Context: an optimization exercise on an open-source flow, tuned for small area. The choices shown serve that exercise and are no tape-out recipe. The RTL was checked by simulation tests, not by an equivalence proof against the original design. Power figures rest on the tool's default switching activity, not on a simulated workload. The clock port is modelled as an ideal driver; clocking choices that lean on that would not hold on a real chip.

== run A ==
==> flow/design.v (excerpt) <==
module fetch_top (
    input  logic         clock,
    input  logic         reset,
    input  logic         if_valid,
    input  logic         take_branch,
    input  logic [31:0]  branch_target,
    input  logic         icache_rsp_valid,
    input  logic [63:0]  icache_rsp_data,
    input  logic         resolve_valid,
    input  logic [31:0]  resolve_pc,
    input  logic         resolve_taken,
    input  logic [31:0]  resolve_target,
    output logic [31:0]  icache_req_addr,
    output logic [1:0]   ib_valid,
    output logic [63:0]  ib_inst,
    output logic [63:0]  ib_pc,
    output logic [63:0]  ib_npc
);
    logic        r_valid;
    logic        r_taken;
    logic [5:0]  r_idx;
    logic [9:0]  r_tag;
    logic [11:0] r_tgt;
    always_ff @(posedge clock) begin
        r_valid <= resolve_valid & ~reset;
        r_taken <= resolve_taken;
        r_idx   <= resolve_pc[7:2];
        r_tag   <= resolve_pc[17:8];
        r_tgt   <= resolve_target[13:2];
    end
    logic [63:0] row;
    logic [63:0] row_hold;
  ...
Size: roughly 2900 flip-flops, roughly 390 I/O pins, about 110000 sq um of cells after synthesis.
clock: 12.0 ns
lec_check: 0
cap_margin: 20
core_margin: 2
core_utilization: 70
slew_margin: 20
synth_hierarchical: 1
standard.sh (not shown) runs the stock make flow with config.mk's settings and CLKGATE_MAP_FILE= SYNTH_SCRIPT=/design/flow/synth_recipe.tcl, a recipe that flattens the netlist after the stock synthesis.
==> flow/flow/run.sh <==
#!/bin/bash
# The standard layout, with single-strength port buffers and a clock
# tree built from larger sink clusters and without dummy loads.
set -euo pipefail
export BUFFER_PORTS_ARGS="-buffer_cell sky130_fd_sc_hd__buf_1"
export CTS_ARGS="-sink_clustering_enable -repair_clock_nets -dont_use_dummy_load -sink_clustering_size 25 -sink_clustering_max_diameter 100"
bash standard.sh > standard_flow.log 2>&1
Setup changes, run A to run B
Settings: CORE_UTILIZATION: 70 -> 55.
==> flow/flow/run.sh <==
#!/bin/bash
# The standard layout, with single-strength port buffers and a clock
# tree built from larger sink clusters and without dummy loads; gates off
# the critical paths are sized down after global routing.
set -euo pipefail
export BUFFER_PORTS_ARGS="-buffer_cell sky130_fd_sc_hd__buf_1"
export CTS_ARGS="-sink_clustering_enable -repair_clock_nets -dont_use_dummy_load -sink_clustering_size 20 -sink_clustering_max_diameter 100"
export RECOVER_POWER=100
bash standard.sh > standard_flow.log 2>&1
Every run in run B and run A closed cleanly, with the single exception of run B.
| wire length of the first global-routing pass | higher: run B |
Run B against run A: wire length on met2 has increased; post-layout worst setup margin has decreased; peak clock frequency supported by timing has decreased.
Library cell contributing the largest single delay on the critical path: nor4_2 -> run A, clkbuf_1 -> run B
> inputs changed (run B -> run C)
Settings: a change of CORE_UTILIZATION from 55 to 65.
==> flow/flow/run.sh <==
#!/bin/bash
# The standard layout, with single-strength port buffers and a clock
# tree built from larger sink clusters and without dummy loads.
set -euo pipefail
export BUFFER_PORTS_ARGS="-buffer_cell sky130_fd_sc_hd__buf_1"
export CTS_ARGS="-sink_clustering_enable -repair_clock_nets -dont_use_dummy_load -sink_clustering_size 25 -sink_clustering_max_diameter 100"
bash standard.sh > standard_flow.log 2>&1
[summary]
- Worst hold slack in run C is 41 ps higher than in run B
- To summarise run B: no stage aborted, but the layout did not pass its checks, failing on capacitance limit, slew limit.
- Run C | status: complete | timing, DRC, antenna: pass
- Going from run B to run C, worst IR drop on VDD now sits lower; data arrival time at the worst-slack endpoint now sits lower.
- Delta (run C minus run B): share of power burned in the clock network dropped 2.4 points, slew of the pin with the lowest slew margin shows a reduction of 2450 ps, post-route total power went down by 0.57 mW.
- Run B reports its worst setup path endpoint as g_entry[37].u_pred.data[1] while run C reports g_entry[53].u_pred.data[7].
Setup changes, run C to run D
==> flow/flow/run.sh <==
#!/bin/bash
# The standard layout, with single-strength port buffers and a clock
# tree built from larger sink clusters and without dummy loads.
set -euo pipefail
export BUFFER_PORTS_ARGS="-buffer_cell sky130_fd_sc_hd__buf_1"
export CTS_ARGS="-sink_clustering_enable -repair_clock_nets -dont_use_dummy_load -sink_clustering_size 20 -sink_clustering_max_diameter 100"
bash standard.sh > standard_flow.log 2>&1
Results
- Looking at cell-internal power, run D sits above run C.
- Non-clock buffer count essentially unchanged between run C and run D.
- Comparing worst hold slack for run D and run C, the smaller number came from run D.
- The relative contribution of combinational cells to total power reported for run D is smaller than that of run C by 0.2 points.
- Compared to run C, run D has switching power about 2.6% higher.
- Run D improves on run C in highest clock rate.
- Total power density per cell area (run D vs. run C) increases by a few percent
- Run D does worse than run C on power.
- Share of total power in the clock network: run D > run C
Modified inputs, run E compared to run D
Settings: changing CORE_UTILIZATION from 65 to 55.
## What came out
Summary of run E over run D: area growth from synthesis to final layout now sits higher, via density per instance now sits lower, overall power after layout now sits higher, final worst slack now sits higher, power in the clock group now sits higher. Storage element area essentially unchanged between run E and run D. Comparing run E against run D, there is no change at all in synthesized cell count.

========
fetch_top, a different RTL version from the one above (not shown whole).
Size in the first run: about 10000 cells after synthesis, ~2900 flip-flops, ~120000 um2 of cells after synthesis.
clock: 12.0 ns
lec_check: 0
cap_margin: 20
core_margin: 2
core_utilization: 55
cts_cluster_diameter: 100
cts_cluster_size: 20
slew_margin: 20
synth_hierarchical: 1
run.sh (not shown) runs the stock make flow with config.mk's settings and CLKGATE_MAP_FILE= SYNTH_SCRIPT=/design/flow/synth_recipe.tcl, a recipe that flattens the netlist after the stock synthesis.
Stock flow here: none of the scripts above is used.
Rerun with:
Settings changed: CTS_CLUSTER_DIAMETER 100 to not set, CTS_CLUSTER_SIZE 20 to not set.
The changed run produced a clean layout.
Register-to-register slack loses 0.21 ns.
Wire length climbs slightly.
Die area is unchanged.
Area after synthesis stays the same.
Total power came out higher by about a fifth.
Final cell count rose by a few percent.
Core utilization came out higher by 2.8 points.
Design area rises by a few percent.
Sequential share of layout area went down by 2.0 points.
Rerun with:
==> flow/flow/run.sh (new file) <==
#!/bin/bash
# The standard layout, with single-strength port buffers and a clock
# tree built from larger sink clusters and without dummy loads.
set -euo pipefail
export BUFFER_PORTS_ARGS="-buffer_cell sky130_fd_sc_hd__buf_1"
export CTS_ARGS="-sink_clustering_enable -repair_clock_nets -dont_use_dummy_load -sink_clustering_size 20 -sink_clustering_max_diameter 100"
bash standard.sh > standard_flow.log 2>&1
==> flow/standard.sh (new file) <==
#!/bin/bash
# synth_recipe.tcl (not shown) runs the flow's synth.tcl, then flattens the netlist and writes it again
# the make line also repeats each setting of config.mk as NAME=value (left out here)
make -C /OpenROAD-flow-scripts/flow DESIGN_CONFIG=/design/flow/config.mk WORK_HOME=/design/flow/orfs CLKGATE_MAP_FILE= SYNTH_SCRIPT=/design/flow/synth_recipe.tcl "${@:-finish}"
removed: flow/run.sh
Result: The new run went through all stages and came out clean; worst setup slack got worse by 0.20 ns; total power came out lower by about a fifth; final area came out lower by a few percent; non-clock buffer count came out lower by 7; clock-buffer cell count came out lower by 300; wire length came out lower slightly; sequential share of layout area came out higher by 2.9 points; clock skew came out higher by 0.024 ns.

========
fetch_top, a different RTL version from the one above (not shown whole).
Size: roughly 390 I/O pins, about 0.11 mm^2 of cells after synthesis.
==> flow/config.mk <==
export PLATFORM = sky130hd
export DESIGN_NAME = fetch_top
export DESIGN_NICKNAME = fetch_top
export VERILOG_FILES = /design/flow/design.v
export SDC_FILE = /design/flow/constraint.sdc
export NUM_CORES = 4
export LEC_CHECK = 0
export CAP_MARGIN = 20
export CORE_MARGIN = 2
export CORE_UTILIZATION = 65
export SLEW_MARGIN = 20
export SYNTH_HIERARCHICAL = 1
==> flow/constraint.sdc <==
create_clock -name core_clock -period 12.0 [get_ports {clock}]
set_input_delay 2.4000 -clock core_clock [delete_from_list [all_inputs] [get_ports {clock}]]
set_output_delay 2.4000 -clock core_clock [all_outputs]
set_load 0.01 [all_outputs]
standard.sh (not shown) runs the stock make flow with config.mk's settings and CLKGATE_MAP_FILE= SYNTH_SCRIPT=/design/flow/synth_recipe.tcl, a recipe that flattens the netlist after the stock synthesis.
==> flow/flow/run.sh <==
#!/bin/bash
# The standard layout, with single-strength port buffers and a clock
# tree built from larger sink clusters and without dummy loads.
set -euo pipefail
export BUFFER_PORTS_ARGS="-buffer_cell sky130_fd_sc_hd__buf_1"
export CTS_ARGS="-sink_clustering_enable -repair_clock_nets -dont_use_dummy_load -sink_clustering_size 28 -sink_clustering_max_diameter 100"
bash standard.sh > standard_flow.log 2>&1
Edit:
--- a/flow/flow/run.sh
+++ b/flow/flow/run.sh
@@ -6 +6 @@
-export CTS_ARGS="-sink_clustering_enable -repair_clock_nets -dont_use_dummy_load -sink_clustering_size 28 -sink_clustering_max_diameter 100"
+export CTS_ARGS="-sink_clustering_enable -repair_clock_nets -dont_use_dummy_load -sink_clustering_size 25 -sink_clustering_max_diameter 100"
Cell count barely changes.
Sequential cell count stays the same.
Final area went up by 0.43%.
Wire length is about the same.
Global-route usage climbs by 0.11 points.
Total power increases by 2.4%.
Via count stays the same.
Clock power grows by 7.9%.
Non-clock buffer count does not change.
Die area does not change.

-- separate check: timing with driven ports --
The results above use ideal ports. As a check the final layouts listed here were re-extracted and re-timed, cells and wires unchanged.
Step 1 assumes that a clkbuf_16 drives the clock port and a buf_2 every other input.
Step 2 moves the port delays by t, midway between the first and last clock arrival at a register: inputs arrive t later, outputs are due t later. That takes back most of the time a late clock gives input paths.
Three values: ideal, step 1, step 2; two values: the first two.
run | t, ns | slack for setup (ns) | worst data-port slew with drivers (ns)
run A | 0.870 | 2.429 / 2.496 / 1.626 | 0.11
run B | 0.915 | 1.392 / 1.470 / 0.554 | 0.07
run C | 0.903 | 2.427 / 2.486 / 1.583 | 0.18
run D | 0.917 | 2.597 / 2.656 / 1.739 | 0.18
run E | 0.906 | 2.719 / 2.798 / 1.892 | 0.07
the first run of note 2 | 0.969 | 2.906 / 2.957 / 1.988 | 0.14
the second run of note 2 | 1.047 | 2.811 / 2.862 / 1.815 | 0.18
the third run of note 2 | 0.949 | 2.612 / 2.692 / 1.743 | 0.15
the first run of note 3 | 0.865 | 1.718 / 1.777 / 0.911 | 0.14
the second run of note 3 | 0.903 | 1.687 / 1.741 / 0.838 | 0.15
The setup slack of the second run of note 2, which loses most, moves by +0.051 ns with the drivers and by -0.996 ns with both steps.
